This design comes from an exercise in tuning for small area on the open sky130 flow, not from production work.
In this exercise RTL edits were held to simulation tests only and were not proved equivalent to the original.
Power figures rest on the tool's default switching activity, not on a simulated workload.

## run a
==> flow/design.v <==
module rf_aoi222 (
    input  logic a1, a2, b1, b2, c1, c2,
    output logic y
);
    assign y = ~((a1 & a2) | (b1 & b2) | (c1 & c2));
endmodule
module rf_nand2 (
    input  logic a, b,
    output logic y
);
    assign y = ~(a & b);
endmodule
module rf_nand4 (
    input  logic a, b, c, d,
    output logic y
);
    assign y = ~(a & b & c & d);
endmodule
module rf_ao31 (
    input  logic [31:1] sel,
    input  logic [31:1] d,
    output logic        y
);
    logic [10:0] x;
    logic [2:0]  p;
    for (genvar j = 0; j < 10; j++) begin : g_aoi
        rf_aoi222 u_aoi (
            .a1(sel[3*j+1]), .a2(d[3*j+1]),
            .b1(sel[3*j+2]), .b2(d[3*j+2]),
            .c1(sel[3*j+3]), .c2(d[3*j+3]),
            .y(x[j])
        );
    end
    rf_nand2 u_n31 (.a(sel[31]), .b(d[31]), .y(x[10]));
    rf_nand4 u_p0 (.a(x[0]), .b(x[1]), .c(x[2]), .d(x[3]), .y(p[0]));
    rf_nand4 u_p1 (.a(x[4]), .b(x[5]), .c(x[6]), .d(x[7]), .y(p[1]));
    rf_nor2  u_r  (.a(p[0]), .b(p[1]), .y(p[2]));
    rf_nand4 u_o  (.a(p[2]), .b(x[8]), .c(x[9]), .d(x[10]), .y(y));
endmodule
module rf_nor2 (
    input  logic a, b,
    output logic y
);
    assign y = ~(a | b);
endmodule
module rf_and3 (
    input  logic a, b, c,
    output logic y
);
    assign y = a & b & c;
endmodule
module rf_pre (
    input  logic [4:0] addr,
    output logic [3:0] lo,
    output logic [7:0] hi
);
    for (genvar k = 0; k < 4; k++) begin : g_lo
        assign lo[k] = (addr[1:0] == 2'(k));
    end
    for (genvar k = 0; k < 8; k++) begin : g_hi
        assign hi[k] = (addr[4:2] == 3'(k));
    end
endmodule
module rf_pre_e (
    input  logic [4:0] addr,
    input  logic       en,
    output logic [3:0] lo,
    output logic [7:0] hi
);
    for (genvar k = 0; k < 4; k++) begin : g_lo
        assign lo[k] = en && (addr[1:0] == 2'(k));
    end
    for (genvar k = 0; k < 8; k++) begin : g_hi
        assign hi[k] = (addr[4:2] == 3'(k));
    end
endmodule
module rf_and2 (
    input  logic a, b,
    output logic y
);
    assign y = a & b;
endmodule
module rf_pre_n (
    input  logic [4:0] addr,
    input  logic       en,
    output logic [3:0] lo_n,
    output logic [7:0] hi_n
);
    for (genvar k = 0; k < 4; k++) begin : g_lo
        assign lo_n[k] = ~(en && (addr[1:0] == 2'(k)));
    end
    for (genvar k = 0; k < 8; k++) begin : g_hi
        assign hi_n[k] = ~(addr[4:2] == 3'(k));
    end
endmodule
module rf_bmux (
    input  logic [3:0]  lo,
    input  logic [7:0]  hi,
    input  logic [31:1] busy,
    output logic        y
);
    always_comb begin
        y = 1'b0;
        for (int i = 1; i < 32; i++) y = y | (lo[i % 4] & hi[i / 4] & busy[i]);
    end
endmodule
module rf_cnt (
    input  logic [5:0] cnt,
    input  logic       inc,
    input  logic       dec,
    input  logic       clr,
    output logic [5:0] nxt
);
    assign nxt = clr ? 6'd0 : cnt + 6'(inc) - 6'(dec);
endmodule
module regfile_scoreboard (
    input  logic        clock,
    input  logic        ctrl_reset_n,
    input  logic        ctrl_writeEnable,
    input  logic [4:0]  ctrl_writeReg,
    input  logic [31:0] data_writeReg,
    input  logic [4:0]  ctrl_readRegA,
    input  logic [4:0]  ctrl_readRegB,
    output logic [31:0] data_readRegA,
    output logic [31:0] data_readRegB,
    output logic        busyA,
    output logic        busyB,
    input  logic        ctrl_issueEnable,
    input  logic [4:0]  ctrl_issueReg,
    input  logic        ctrl_flush,
    output logic [5:0]  busy_count,
    output logic        err_doubleIssue
);
    logic [31:0] regs_r [1:31];
    logic [31:1] valid_r;
    logic [31:1] busy_r;
    logic [5:0]  count_r;
    logic [5:0]  count_nxt_s;
    logic        err_r;
    logic [3:0]  wlo, ilo_n, alo, blo;
    logic [7:0]  whi, ihi_n, ahi, bhi;
    logic [31:1] wsel_s, isel_s, asel_s, bsel_s;
    logic        we_eff_s, iss_eff_s, same_s;
    logic        busy_iss_s, busy_wr_s;
    logic        cnt_set_s, cnt_clr_s, dbl_issue_s;
    rf_pre_e u_wpre (.addr(ctrl_writeReg), .en(ctrl_writeEnable), .lo(wlo), .hi(whi));
    rf_pre_n u_ipre (.addr(ctrl_issueReg), .en(ctrl_issueEnable), .lo_n(ilo_n), .hi_n(ihi_n));
    rf_pre   u_apre (.addr(ctrl_readRegA), .lo(alo), .hi(ahi));
    rf_pre   u_bpre (.addr(ctrl_readRegB), .lo(blo), .hi(bhi));
    for (genvar i = 1; i < 32; i++) begin : g_dec
        rf_and2 u_w (.a(wlo[i % 4]), .b(whi[i / 4]), .y(wsel_s[i]));
        rf_nor2 u_i (.a(ilo_n[i % 4]), .b(ihi_n[i / 4]), .y(isel_s[i]));
        rf_and3 u_a (.a(alo[i % 4]), .b(ahi[i / 4]), .c(valid_r[i]), .y(asel_s[i]));
        rf_and3 u_b (.a(blo[i % 4]), .b(bhi[i / 4]), .c(valid_r[i]), .y(bsel_s[i]));
    end
    always_ff @(posedge clock) begin
        for (int i = 1; i < 32; i++) begin
            if (wsel_s[i]) regs_r[i] <= data_writeReg;
        end
    end
    always_ff @(posedge clock or negedge ctrl_reset_n) begin
        if (!ctrl_reset_n) begin
            valid_r <= '0;
        end else begin
            valid_r <= valid_r | wsel_s;
        end
    end
    rf_ao31 u_biss (.sel(isel_s), .d(busy_r), .y(busy_iss_s));
    rf_ao31 u_bwr  (.sel(wsel_s), .d(busy_r), .y(busy_wr_s));
    assign we_eff_s    = ctrl_writeEnable && (ctrl_writeReg != 5'd0);
    assign iss_eff_s   = ctrl_issueEnable && (ctrl_issueReg != 5'd0);
    assign same_s      = (ctrl_issueReg == ctrl_writeReg);
    assign cnt_set_s   = iss_eff_s && !busy_iss_s;
    assign cnt_clr_s   = busy_wr_s && !(iss_eff_s && same_s);
    assign dbl_issue_s = busy_iss_s && !(we_eff_s && same_s);
    rf_cnt u_cnt (.cnt(count_r), .inc(cnt_set_s), .dec(cnt_clr_s), .clr(ctrl_flush), .nxt(count_nxt_s));
    always_ff @(posedge clock or negedge ctrl_reset_n) begin
        if (!ctrl_reset_n) begin
            busy_r  <= '0;
            count_r <= '0;
            err_r   <= 1'b0;
        end else begin
            busy_r  <= ctrl_flush ? '0 : (isel_s | (busy_r & ~wsel_s));
            count_r <= count_nxt_s;
            err_r   <= !ctrl_flush && (err_r || dbl_issue_s);
        end
    end
    for (genvar b = 0; b < 32; b++) begin : g_rd
        logic [31:1] col;
        for (genvar i = 1; i < 32; i++) begin : g_col
            assign col[i] = regs_r[i][b];
        end
        rf_ao31 u_a (.sel(asel_s), .d(col), .y(data_readRegA[b]));
        rf_ao31 u_b (.sel(bsel_s), .d(col), .y(data_readRegB[b]));
    end
    rf_bmux u_busya (.lo(alo), .hi(ahi), .busy(busy_r), .y(busyA));
    rf_bmux u_busyb (.lo(blo), .hi(bhi), .busy(busy_r), .y(busyB));
    assign busy_count      = count_r;
    assign err_doubleIssue = err_r;
endmodule
export LEC_CHECK = 0
export CAP_MARGIN = 20
export CORE_MARGIN = 2
export CORE_UTILIZATION = 40
export SETUP_SLACK_MARGIN = 0.2
export SLEW_MARGIN = 20
export SYNTH_HIERARCHICAL = 1
export SYNTH_MINIMUM_KEEP_SIZE = 0
create_clock -name core_clock -period 7.0 [get_ports {clock}]
standard.sh (not shown) runs the stock make flow with config.mk's settings and CLKGATE_MAP_FILE= SYNTH_SCRIPT=/design/flow/synth_recipe.tcl, a recipe that flattens the netlist after the stock synthesis.
==> flow/flow/run.sh <==
#!/bin/bash
set -euo pipefail
export BUFFER_PORTS_ARGS="-buffer_cell sky130_fd_sc_hd__buf_1"
export PRE_GLOBAL_PLACE_TCL="$PWD/flow/upsize.tcl"
export CTS_ARGS="-sink_clustering_enable -repair_clock_nets -dont_use_dummy_load -sink_clustering_size 16 -sink_clustering_max_diameter 60 -buf_list {sky130_fd_sc_hd__clkbuf_8}"
bash standard.sh finish > flow_make.log 2>&1
==> flow/flow/upsize.tcl <==
# Run before global placement (PRE_GLOBAL_PLACE_TCL): give the drivers of the
# register file's wide select nets (write enables and read selects, each with
# 32 or more loads) a drive strength that can carry the net without the
# resizer adding a buffer after a minimum-size gate.
set upsize_map {
  sky130_fd_sc_hd__and2_1 sky130_fd_sc_hd__and2_4
  sky130_fd_sc_hd__and3_1 sky130_fd_sc_hd__and3_2
}
set n_up 0
foreach inst [get_cells *] {
  set ref [get_property $inst ref_name]
  if { ![dict exists $upsize_map $ref] } { continue }
  set fanout 0
  foreach pin [get_pins -of_objects $inst] {
    if { [get_property $pin direction] eq "output" } {
      set net [get_nets -of_objects $pin]
      set fanout [llength [get_pins -of_objects $net -filter "direction==input"]]
    }
  }
  if { $fanout >= 24 } {
    replace_cell $inst [dict get $upsize_map $ref]
    incr n_up
  }
}
puts "upsize.tcl: resized $n_up select drivers"
## Diff of input files: run b against run a
Settings: setting GPL_TIMING_DRIVEN to 0 for the first time.
Between run a and run b, cell area decreased.
Looking at half-perimeter wire length after placement, run b sits 15% below run a.
Of run a and run b, the run reporting the lower critical path depth was run b.
[run b] aggregate routed wire length fell about 2.4% relative to run a


Another version of the RTL of regfile_scoreboard (not shown whole).
Size: ~2,500 cells after synthesis, ~1,100 flip-flops, roughly 130 I/O pins.
export LEC_CHECK = 0
export CAP_MARGIN = 20
export CORE_MARGIN = 2
export CORE_UTILIZATION = 40
export GPL_TIMING_DRIVEN = 0
export SETUP_SLACK_MARGIN = 0.2
export SLEW_MARGIN = 20
export SYNTH_HIERARCHICAL = 1
export SYNTH_MINIMUM_KEEP_SIZE = 0
create_clock -name core_clock -period 7.0 [get_ports {clock}]
==> flow/flow/run.sh <==
#!/bin/bash
set -euo pipefail
export BUFFER_PORTS_ARGS="-buffer_cell sky130_fd_sc_hd__buf_1"
export CTS_ARGS="-sink_clustering_enable -repair_clock_nets -dont_use_dummy_load -sink_clustering_size 16 -sink_clustering_max_diameter 60 -buf_list {sky130_fd_sc_hd__clkbuf_8}"
bash standard.sh finish > flow_make.log 2>&1
The baseline passed the timing, DRC and antenna checks.
Rerun with:
- CORE_UTILIZATION: 40 -> 60
- GPL_TIMING_DRIVEN: 0 -> unset
After rerunning:
- The changed run completed with no timing, DRC or antenna violations
- power went down by about 0.6%
- clock-buffer cell count is lower by 2
- routed wire length rose by 0.49%
- register-to-register slack is worse by 0.16 ns
- non-clock buffer count came out lower by 3
- die area decreases by about 33%
Rerun with:
- CORE_UTILIZATION: 60 -> 40
What happened: The changed run finished with timing, DRC and antenna clean. Register-to-register slack is about the same. Final cell count increases by 12%. Total power increases by 0.38%. First-iteration DRC count increases by 0.61%. Worst setup slack degrades by 0.26 ns. Fmax decreases by 4.2%.
Rerun with:
- CAP_MARGIN: 20 -> 5
- SLEW_MARGIN: 20 -> 5
=> Critical path depth does not change. Non-clock buffer count rose by 1. Setup slack gets better by 0.019 ns.

-- what the ideal ports hide --
In the flow no input, the clock included, has a driving cell. The finished layouts below were timed again as built, in two steps.
Step 1: set_driving_cell puts a clkbuf_16 on clock and a buf_2 on each other input, an assumption about the parent block.
Step 2 times the ports against the registers' clock, not the clock port: input delays grow and output delays shrink by t, the midpoint of the rising clock arrivals with the driver on.
Three values: no drivers, after step 1, after step 2; two values: the first two.
| run | shift t [ns] | slack for setup (ns) | worst hold slack (ns) | cell pins on the clock port's net |
|---|---|---|---|---|
| run a | 0.800 | 1.135 / 1.112 / 1.112 | 0.487 / 0.487 / 0.487 | 1 |
| run b | 0.754 | 0.733 / 0.710 / 0.710 | 0.494 / 0.494 / 0.494 | 1 |
| the first run of note 2 | 0.775 | 1.337 / 1.249 / 1.216 | 0.489 / 0.489 / 0.489 | 1 |
| the second run of note 2 | 0.762 | 1.124 / 1.074 / 1.074 | 0.492 / 0.492 / 0.492 | 1 |
| the third run of note 2 | 0.772 | 0.864 / 0.835 / 0.835 | 0.483 / 0.483 / 0.483 | 1 |
| the fourth run of note 2 | 0.760 | 0.883 / 0.859 / 0.859 | 0.483 / 0.483 / 0.483 | 1 |
After both steps every run listed still meets setup and hold. The setup slack of the first run of note 2, which loses most, moves by -0.088 ns with the drivers and by -0.121 ns with both steps.
